Background: an optimization exercise with open tools, aiming at small area, a short achievable clock period and few clock cycles. Do not read the settings as production practice.
RTL that was checked went through simulation tests only; none was proved equivalent to the original.

==> trial 8 <==
==> flow/design.v <==
package cmac_pkg;
  localparam int S_IDLE = 0;   
  localparam int S_W0   = 1;   
  localparam int S_W    = 2;   
  localparam int S_LDB  = 3;   
  localparam int S_OP   = 4;   
  localparam int S_OPP  = 5;   
  localparam int S_OPPL = 6;   
  localparam int S_LDL  = 7;   
  localparam int S_LOP  = 8;   
  localparam int S_LDF  = 9;   
  localparam int S_FOP  = 10;  
  localparam int NST    = 11;
  localparam logic [127:0] RB = 128'h87;
  function automatic logic [127:0] dbl(input logic [127:0] v);
    dbl = {v[126:0], 1'b0} ^ (v[127] ? RB : 128'h0);
  endfunction
endpackage
module cmac_subkey_gen (
  input  logic [127:0] l,
  output logic [127:0] k1,
  output logic [127:0] k2
);
  always_comb begin
    k1 = cmac_pkg::dbl(l);
    k2 = cmac_pkg::dbl(k1);
  end
endmodule
module cmac_ctrl #(
  parameter int unsigned TIMEOUT_CYCLES = 64
) (
  input  logic         CLK,
  input  logic         Rst_n,
  input  logic         start,
  input  logic [127:0] key,
  input  logic         msg_valid,
  output logic         msg_ready,
  input  logic [127:0] msg_data,
  input  logic         msg_last,
  input  logic [4:0]   msg_bytes,
  output logic [127:0] mac,
  output logic         mac_valid,
  output logic         busy,
  output logic         error,
  output logic         aes_ld,
  output logic [127:0] aes_key,
  output logic [127:0] aes_text_in,
  input  logic [127:0] aes_text_out,
  input  logic         aes_done
);
  localparam int unsigned CNT_W = $clog2(TIMEOUT_CYCLES);
  localparam logic [CNT_W-1:0] CNT_LAST = CNT_W'(TIMEOUT_CYCLES - 2);
  logic [cmac_pkg::NST-1:0] st_r, st_d;
  logic [127:0] key_r;
  logic [127:0] acc_r, acc_d;
  logic         full_r;
  logic [CNT_W-1:0] cnt_r;
  logic         ld_r, rdy_r, busy_r, err_r;
  logic         ld_d, rdy_d;
  logic [7:0]   txt_r, txt_d;
  logic         waiting, timeout, take, start_ok, full, padded;
  logic [127:0] k1, k2;
  logic [15:0]  keep_b, pad_b;
  logic [127:0] msk_m, pad_m;
  logic         acc_t, acc_k1, acc_k2;
  logic         sel_a_r, sel_t_r, sel_k1_r, sel_k2_r;
  logic         sel_a_d, sel_t_d, sel_k1_d, sel_k2_d;
  assign aes_key     = key_r;
  assign aes_ld      = ld_r;
  assign mac         = aes_text_out;
  assign error       = err_r;
  assign msg_ready   = rdy_r;
  cmac_subkey_gen u_subkey (
    .l  (aes_text_out),
    .k1 (k1),
    .k2 (k2)
  );
  always_comb begin
    full   = msg_bytes[4];
    padded = msg_last && !full;
    for (int i = 0; i < 16; i++) begin
      keep_b[i] = !padded || (4'(i) < msg_bytes[3:0]);
      pad_b[i]  = padded && (4'(i) == msg_bytes[3:0]);
      msk_m[127-8*i -: 8] = {8{keep_b[i]}};
      pad_m[127-8*i -: 8] = {pad_b[i], 7'b0};
    end
  end
  always_comb begin
    waiting  = st_r[cmac_pkg::S_OP] || st_r[cmac_pkg::S_OPP] || st_r[cmac_pkg::S_OPPL] ||
               st_r[cmac_pkg::S_LOP] || st_r[cmac_pkg::S_FOP];
    timeout  = waiting && !aes_done && (cnt_r == CNT_LAST);
    take     = msg_valid && rdy_r;
    mac_valid = st_r[cmac_pkg::S_FOP] && aes_done;
    busy      = busy_r && !mac_valid;
    start_ok  = start && (st_r[cmac_pkg::S_IDLE] || mac_valid);
    acc_t  = aes_done && sel_t_r;
    acc_k1 = aes_done && sel_k1_r;
    acc_k2 = aes_done && sel_k2_r;
    acc_d  = (acc_r & {128{sel_a_r}}) ^
             ((((msg_data & msk_m) | pad_m) & {128{take}}) |
              (aes_text_out & {128{acc_t}}) |
              (k1 & {128{acc_k1}}) | (k2 & {128{acc_k2}}));
    st_d = '0;
    if (st_r[cmac_pkg::S_IDLE]) st_d[cmac_pkg::S_IDLE] = 1'b1;
    if (st_r[cmac_pkg::S_W0] || st_r[cmac_pkg::S_W]) begin
      if (!take)         st_d[cmac_pkg::S_W]   = 1'b1;
      else if (msg_last) st_d[cmac_pkg::S_LDL] = 1'b1;
      else               st_d[cmac_pkg::S_LDB] = 1'b1;
    end
    if (st_r[cmac_pkg::S_LDB]) begin
      if (!take)         st_d[cmac_pkg::S_OP]   = 1'b1;
      else if (msg_last) st_d[cmac_pkg::S_OPPL] = 1'b1;
      else               st_d[cmac_pkg::S_OPP]  = 1'b1;
    end
    if (st_r[cmac_pkg::S_OP])   st_d[aes_done ? cmac_pkg::S_W   : cmac_pkg::S_OP]   = 1'b1;
    if (st_r[cmac_pkg::S_OPP])  st_d[aes_done ? cmac_pkg::S_LDB : cmac_pkg::S_OPP]  = 1'b1;
    if (st_r[cmac_pkg::S_OPPL]) st_d[aes_done ? cmac_pkg::S_LDL : cmac_pkg::S_OPPL] = 1'b1;
    if (st_r[cmac_pkg::S_LDL])  st_d[cmac_pkg::S_LOP] = 1'b1;
    if (st_r[cmac_pkg::S_LOP])  st_d[aes_done ? cmac_pkg::S_LDF : cmac_pkg::S_LOP]  = 1'b1;
    if (st_r[cmac_pkg::S_LDF])  st_d[cmac_pkg::S_FOP] = 1'b1;
    if (st_r[cmac_pkg::S_FOP])  st_d[aes_done ? cmac_pkg::S_IDLE : cmac_pkg::S_FOP] = 1'b1;
    if (timeout) begin
      st_d = '0;
      st_d[cmac_pkg::S_IDLE] = 1'b1;
    end
    if (start_ok) begin
      st_d = '0;
      st_d[cmac_pkg::S_W0] = 1'b1;
    end
    sel_a_d  = st_d[cmac_pkg::S_W] || st_d[cmac_pkg::S_OPP] || st_d[cmac_pkg::S_OPPL] ||
               st_d[cmac_pkg::S_LDL] || st_d[cmac_pkg::S_LOP] || st_d[cmac_pkg::S_IDLE];
    sel_t_d  = st_d[cmac_pkg::S_OP] || st_d[cmac_pkg::S_OPP] || st_d[cmac_pkg::S_OPPL];
    sel_k1_d = st_d[cmac_pkg::S_LOP] && full_r;
    sel_k2_d = st_d[cmac_pkg::S_LOP] && !full_r;
    ld_d  = st_d[cmac_pkg::S_LDB] || st_d[cmac_pkg::S_LDL] || st_d[cmac_pkg::S_LDF];
    txt_d[0] = !st_d[cmac_pkg::S_LDL] && !st_d[cmac_pkg::S_IDLE];
    txt_d[1] = !st_d[cmac_pkg::S_LDL] && !st_d[cmac_pkg::S_W0];
    txt_d[2] = !st_d[cmac_pkg::S_LDL] && !st_d[cmac_pkg::S_W];
    txt_d[3] = !st_d[cmac_pkg::S_LDL] && !st_d[cmac_pkg::S_OP];
    txt_d[4] = !st_d[cmac_pkg::S_LDL] && !st_d[cmac_pkg::S_OPP];
    txt_d[5] = !st_d[cmac_pkg::S_LDL] && !st_d[cmac_pkg::S_OPPL];
    txt_d[6] = !st_d[cmac_pkg::S_LDL] && !st_d[cmac_pkg::S_LOP];
    txt_d[7] = !st_d[cmac_pkg::S_LDL] && !st_d[cmac_pkg::S_FOP];
    for (int g = 0; g < 8; g++)
      aes_text_in[16*g +: 16] = acc_r[16*g +: 16] & {16{txt_r[g]}};
    rdy_d = st_d[cmac_pkg::S_W0] || st_d[cmac_pkg::S_W] || st_d[cmac_pkg::S_LDB];
  end
  always_ff @(posedge CLK) begin
    acc_r <= acc_d;
    if (start_ok) key_r <= key;
    if (take && msg_last) full_r <= full;
    cnt_r <= ld_r ? '0 : cnt_r + CNT_W'(1);
  end
  always_ff @(posedge CLK) begin
    if (!Rst_n) begin
      st_r   <= cmac_pkg::NST'(1) << cmac_pkg::S_IDLE;
      ld_r   <= 1'b0;
      txt_r  <= '0;
      sel_a_r  <= 1'b1;
      sel_t_r  <= 1'b0;
      sel_k1_r <= 1'b0;
      sel_k2_r <= 1'b0;
      rdy_r  <= 1'b0;
      busy_r <= 1'b0;
      err_r  <= 1'b0;
    end else begin
      st_r   <= st_d;
      ld_r   <= ld_d;
      txt_r  <= txt_d;
      sel_a_r  <= sel_a_d;
      sel_t_r  <= sel_t_d;
      sel_k1_r <= sel_k1_d;
      sel_k2_r <= sel_k2_d;
      rdy_r  <= rdy_d;
      busy_r <= !st_d[cmac_pkg::S_IDLE];
      err_r  <= timeout;
    end
  end
endmodule
==> flow/flow/run.sh <==
#!/bin/bash
# Standard ORFS layout, with two changes to what it is given:
#  - the smallest buffer on each port instead of the delay cell that
#    buffer_ports picks by default;
#  - I/O pins may sit on adjacent routing tracks, so a small die still has
#    room for all 784 pins.
set -euo pipefail
export BUFFER_PORTS_ARGS="-buffer_cell sky130_fd_sc_hd__buf_1"
export PLACE_PINS_ARGS="-min_distance 1 -min_distance_in_tracks"
bash standard.sh > standard.log 2>&1
==> flow/standard.sh <==
#!/bin/bash
# synth_recipe.tcl (not shown) runs the flow's synth.tcl, then flattens the netlist and writes it again
# the make line also repeats each setting of config.mk as NAME=value (left out here)
make -C /OpenROAD-flow-scripts/flow DESIGN_CONFIG=/design/flow/config.mk WORK_HOME=/design/flow/orfs CLKGATE_MAP_FILE= SYNTH_SCRIPT=/design/flow/synth_recipe.tcl "${@:-finish}"
==> flow/config.mk <==
export PLATFORM = sky130hd
export DESIGN_NAME = cmac_ctrl
export DESIGN_NICKNAME = cmac_ctrl
export VERILOG_FILES = /design/flow/design.v
export SDC_FILE = /design/flow/constraint.sdc
export NUM_CORES = 4
export LEC_CHECK = 0
export CAP_MARGIN = 20
export CORE_MARGIN = 2
export CORE_UTILIZATION = 40
export CTS_CLUSTER_DIAMETER = 100
export CTS_CLUSTER_SIZE = 24
export SETUP_SLACK_MARGIN = 2.3
export SLEW_MARGIN = 20
==> flow/constraint.sdc <==
create_clock -name core_clock -period 4.5 [get_ports {CLK}]
set_input_delay 0.9000 -clock core_clock [delete_from_list [all_inputs] [get_ports {CLK}]]
set_output_delay 0.9000 -clock core_clock [all_outputs]
set_load 0.01 [all_outputs]
==> trial 98 (differences from trial 8) <==
--- a/flow/design.v
+++ b/flow/design.v
@@ -57,6 +57,20 @@
   logic [CNT_W-1:0] cnt_r;
-  logic         ld_r, rdy_r, busy_r, err_r;
+  logic         ld_r, rdy_r, busy_r, mv_r, err_r;
   logic         ld_d, rdy_d;
-  logic [7:0]   txt_r, txt_d;
-  logic         waiting, timeout, take, start_ok, full, padded;
+  logic [15:0]  txt_r, txt_d;
+  function automatic int no_ld(input int i);
+    case (i)
+      0:       no_ld = cmac_pkg::S_IDLE;
+      1:       no_ld = cmac_pkg::S_W0;
+      2:       no_ld = cmac_pkg::S_W;
+      3:       no_ld = cmac_pkg::S_OP;
+      4:       no_ld = cmac_pkg::S_OPP;
+      5:       no_ld = cmac_pkg::S_OPPL;
+      6:       no_ld = cmac_pkg::S_LOP;
+      default: no_ld = cmac_pkg::S_FOP;
+    endcase
+  endfunction
+  logic         tmo_r, tmo_d;
+  logic [CNT_W-1:0] cnt_d;
+  logic         waiting, timeout, hold, take, start_ok, full, padded;
   logic [127:0] k1, k2;
@@ -69,3 +83,5 @@
   assign aes_ld      = ld_r;
-  assign mac         = aes_text_out;
+  assign mac         = acc_r;
+  assign mac_valid   = mv_r;
+  assign busy        = busy_r;
   assign error       = err_r;
@@ -88,9 +104,6 @@
   always_comb begin
-    waiting  = st_r[cmac_pkg::S_OP] || st_r[cmac_pkg::S_OPP] || st_r[cmac_pkg::S_OPPL] ||
-               st_r[cmac_pkg::S_LOP] || st_r[cmac_pkg::S_FOP];
-    timeout  = waiting && !aes_done && (cnt_r == CNT_LAST);
+    timeout  = tmo_r && !aes_done;
+    hold     = !aes_done && !tmo_r;
     take     = msg_valid && rdy_r;
-    mac_valid = st_r[cmac_pkg::S_FOP] && aes_done;
-    busy      = busy_r && !mac_valid;
-    start_ok  = start && (st_r[cmac_pkg::S_IDLE] || mac_valid);
+    start_ok = start && st_r[cmac_pkg::S_IDLE];
     acc_t  = aes_done && sel_t_r;
@@ -103,31 +116,23 @@
     st_d = '0;
-    if (st_r[cmac_pkg::S_IDLE]) st_d[cmac_pkg::S_IDLE] = 1'b1;
-    if (st_r[cmac_pkg::S_W0] || st_r[cmac_pkg::S_W]) begin
-      if (!take)         st_d[cmac_pkg::S_W]   = 1'b1;
-      else if (msg_last) st_d[cmac_pkg::S_LDL] = 1'b1;
-      else               st_d[cmac_pkg::S_LDB] = 1'b1;
-    end
-    if (st_r[cmac_pkg::S_LDB]) begin
-      if (!take)         st_d[cmac_pkg::S_OP]   = 1'b1;
-      else if (msg_last) st_d[cmac_pkg::S_OPPL] = 1'b1;
-      else               st_d[cmac_pkg::S_OPP]  = 1'b1;
-    end
-    if (st_r[cmac_pkg::S_OP])   st_d[aes_done ? cmac_pkg::S_W   : cmac_pkg::S_OP]   = 1'b1;
-    if (st_r[cmac_pkg::S_OPP])  st_d[aes_done ? cmac_pkg::S_LDB : cmac_pkg::S_OPP]  = 1'b1;
-    if (st_r[cmac_pkg::S_OPPL]) st_d[aes_done ? cmac_pkg::S_LDL : cmac_pkg::S_OPPL] = 1'b1;
-    if (st_r[cmac_pkg::S_LDL])  st_d[cmac_pkg::S_LOP] = 1'b1;
-    if (st_r[cmac_pkg::S_LOP])  st_d[aes_done ? cmac_pkg::S_LDF : cmac_pkg::S_LOP]  = 1'b1;
-    if (st_r[cmac_pkg::S_LDF])  st_d[cmac_pkg::S_FOP] = 1'b1;
-    if (st_r[cmac_pkg::S_FOP])  st_d[aes_done ? cmac_pkg::S_IDLE : cmac_pkg::S_FOP] = 1'b1;
-    if (timeout) begin
-      st_d = '0;
-      st_d[cmac_pkg::S_IDLE] = 1'b1;
-    end
-    if (start_ok) begin
-      st_d = '0;
-      st_d[cmac_pkg::S_W0] = 1'b1;
-    end
+    st_d[cmac_pkg::S_IDLE] = (st_r[cmac_pkg::S_IDLE] && !start) ||
+                             (st_r[cmac_pkg::S_FOP] && aes_done) || timeout;
+    st_d[cmac_pkg::S_W0]   = start_ok;
+    st_d[cmac_pkg::S_W]    = ((st_r[cmac_pkg::S_W0] || st_r[cmac_pkg::S_W]) && !take) ||
+                             (st_r[cmac_pkg::S_OP] && aes_done);
+    st_d[cmac_pkg::S_LDB]  = ((st_r[cmac_pkg::S_W0] || st_r[cmac_pkg::S_W]) && take && !msg_last) ||
+                             (st_r[cmac_pkg::S_OPP] && aes_done);
+    st_d[cmac_pkg::S_OP]   = (st_r[cmac_pkg::S_LDB] && !take) || (st_r[cmac_pkg::S_OP] && hold);
+    st_d[cmac_pkg::S_OPP]  = (st_r[cmac_pkg::S_LDB] && take && !msg_last) ||
+                             (st_r[cmac_pkg::S_OPP] && hold);
+    st_d[cmac_pkg::S_OPPL] = (st_r[cmac_pkg::S_LDB] && take && msg_last) ||
+                             (st_r[cmac_pkg::S_OPPL] && hold);
+    st_d[cmac_pkg::S_LDL]  = ((st_r[cmac_pkg::S_W0] || st_r[cmac_pkg::S_W]) && take && msg_last) ||
+                             (st_r[cmac_pkg::S_OPPL] && aes_done);
+    st_d[cmac_pkg::S_LOP]  = st_r[cmac_pkg::S_LDL] || (st_r[cmac_pkg::S_LOP] && hold);
+    st_d[cmac_pkg::S_LDF]  = st_r[cmac_pkg::S_LOP] && aes_done;
+    st_d[cmac_pkg::S_FOP]  = st_r[cmac_pkg::S_LDF] || (st_r[cmac_pkg::S_FOP] && hold);
     sel_a_d  = st_d[cmac_pkg::S_W] || st_d[cmac_pkg::S_OPP] || st_d[cmac_pkg::S_OPPL] ||
                st_d[cmac_pkg::S_LDL] || st_d[cmac_pkg::S_LOP] || st_d[cmac_pkg::S_IDLE];
-    sel_t_d  = st_d[cmac_pkg::S_OP] || st_d[cmac_pkg::S_OPP] || st_d[cmac_pkg::S_OPPL];
+    sel_t_d  = st_d[cmac_pkg::S_OP] || st_d[cmac_pkg::S_OPP] || st_d[cmac_pkg::S_OPPL] ||
+               st_d[cmac_pkg::S_FOP];
     sel_k1_d = st_d[cmac_pkg::S_LOP] && full_r;
@@ -135,12 +140,12 @@
     ld_d  = st_d[cmac_pkg::S_LDB] || st_d[cmac_pkg::S_LDL] || st_d[cmac_pkg::S_LDF];
-    txt_d[0] = !st_d[cmac_pkg::S_LDL] && !st_d[cmac_pkg::S_IDLE];
-    txt_d[1] = !st_d[cmac_pkg::S_LDL] && !st_d[cmac_pkg::S_W0];
-    txt_d[2] = !st_d[cmac_pkg::S_LDL] && !st_d[cmac_pkg::S_W];
-    txt_d[3] = !st_d[cmac_pkg::S_LDL] && !st_d[cmac_pkg::S_OP];
-    txt_d[4] = !st_d[cmac_pkg::S_LDL] && !st_d[cmac_pkg::S_OPP];
-    txt_d[5] = !st_d[cmac_pkg::S_LDL] && !st_d[cmac_pkg::S_OPPL];
-    txt_d[6] = !st_d[cmac_pkg::S_LDL] && !st_d[cmac_pkg::S_LOP];
-    txt_d[7] = !st_d[cmac_pkg::S_LDL] && !st_d[cmac_pkg::S_FOP];
-    for (int g = 0; g < 8; g++)
-      aes_text_in[16*g +: 16] = acc_r[16*g +: 16] & {16{txt_r[g]}};
+    for (int g = 0; g < 16; g++) begin
+      txt_d[g] = !st_d[cmac_pkg::S_LDL] && !st_d[no_ld(g % 8)];
+      if (g >= 8) txt_d[g] = txt_d[g] && !st_d[no_ld((g + 3) % 8)];
+    end
+    for (int g = 0; g < 16; g++)
+      aes_text_in[8*g +: 8] = acc_r[8*g +: 8] & {8{txt_r[g]}};
+    cnt_d   = ld_r ? '0 : cnt_r + CNT_W'(1);
+    waiting = st_d[cmac_pkg::S_OP] || st_d[cmac_pkg::S_OPP] || st_d[cmac_pkg::S_OPPL] ||
+              st_d[cmac_pkg::S_LOP] || st_d[cmac_pkg::S_FOP];
+    tmo_d   = waiting && (cnt_d == CNT_LAST);
     rdy_d = st_d[cmac_pkg::S_W0] || st_d[cmac_pkg::S_W] || st_d[cmac_pkg::S_LDB];
@@ -151,3 +156,3 @@
     if (take && msg_last) full_r <= full;
-    cnt_r <= ld_r ? '0 : cnt_r + CNT_W'(1);
+    cnt_r <= cnt_d;
   end
@@ -164,3 +169,5 @@
       busy_r <= 1'b0;
+      mv_r   <= 1'b0;
       err_r  <= 1'b0;
+      tmo_r  <= 1'b0;
     end else begin
@@ -175,3 +182,5 @@
       busy_r <= !st_d[cmac_pkg::S_IDLE];
+      mv_r   <= st_r[cmac_pkg::S_FOP] && aes_done;
       err_r  <= timeout;
+      tmo_r  <= tmo_d;
     end
Settings changed: CORE_UTILIZATION 40 to 55, SETUP_SLACK_MARGIN 2.3 to 2.35.
==> flow_summary_export.csv <==
group,metric,value,unit
yosys,synth_seq_cells,300,
clocking,path_clk_slew,0.11,ns
outcome,outcome,"complete, no violations",
min_path,hold_start,"full_r$_DFFE_PP_",
yosys,synthAdderAreaFrac,0.0926,%
# the run above: trial 98

==> flow_summary_export.csv <==
group,metric,value,unit
layout,seq_share,37.2,%
clocking,post_cts_buffers,20,
outcome,outcome,"complete, no violations",
min_path,hold_start,"full_r$_DFFE_PN_",
yosys,synthAdderAreaFrac,0.177,%
clocking,cts_root_buf,"clkbuf_16",
yosys,synth_seq_cells,290,
yosys,synth.area.top_cells,"edfxtp_1 27%, dfxtp_1 23%, xor2_1 7.4%, a22o_1 7.2%, buf_4 6.8%",
# the run above: trial 8

Testbench counts of trial 98, summed over its fixed seeds: cycles 13,792.
No functional check of the RTL was part of trial 8.

## port drivers added, routing unchanged
Ports are ideal in the flow. The routed layout listed here was re-timed in OpenROAD. Step 1 assumes that a clkbuf_16 drives the clock port and a buf_2 every other input. Step 2 moves the port delays by t, midway between the first and last clock arrival at a register: inputs arrive t later, outputs are due t later. That takes back most of the time a late clock gives input paths. Slacks: no drivers / after step 1 / after step 2; pairs: no drivers / after step 1.
run: trial 8
t (ns): 0.553
setup WS [ns]: 2.121 / 2.088 / 1.739
worst data-port slew with drivers (ns): 0.11
cell pins on the clock port's net: 1
After both steps setup and hold are still met in trial 8. For trial 8, drivers alone change the setup slack by -0.033 ns; drivers and shift together by -0.382 ns.
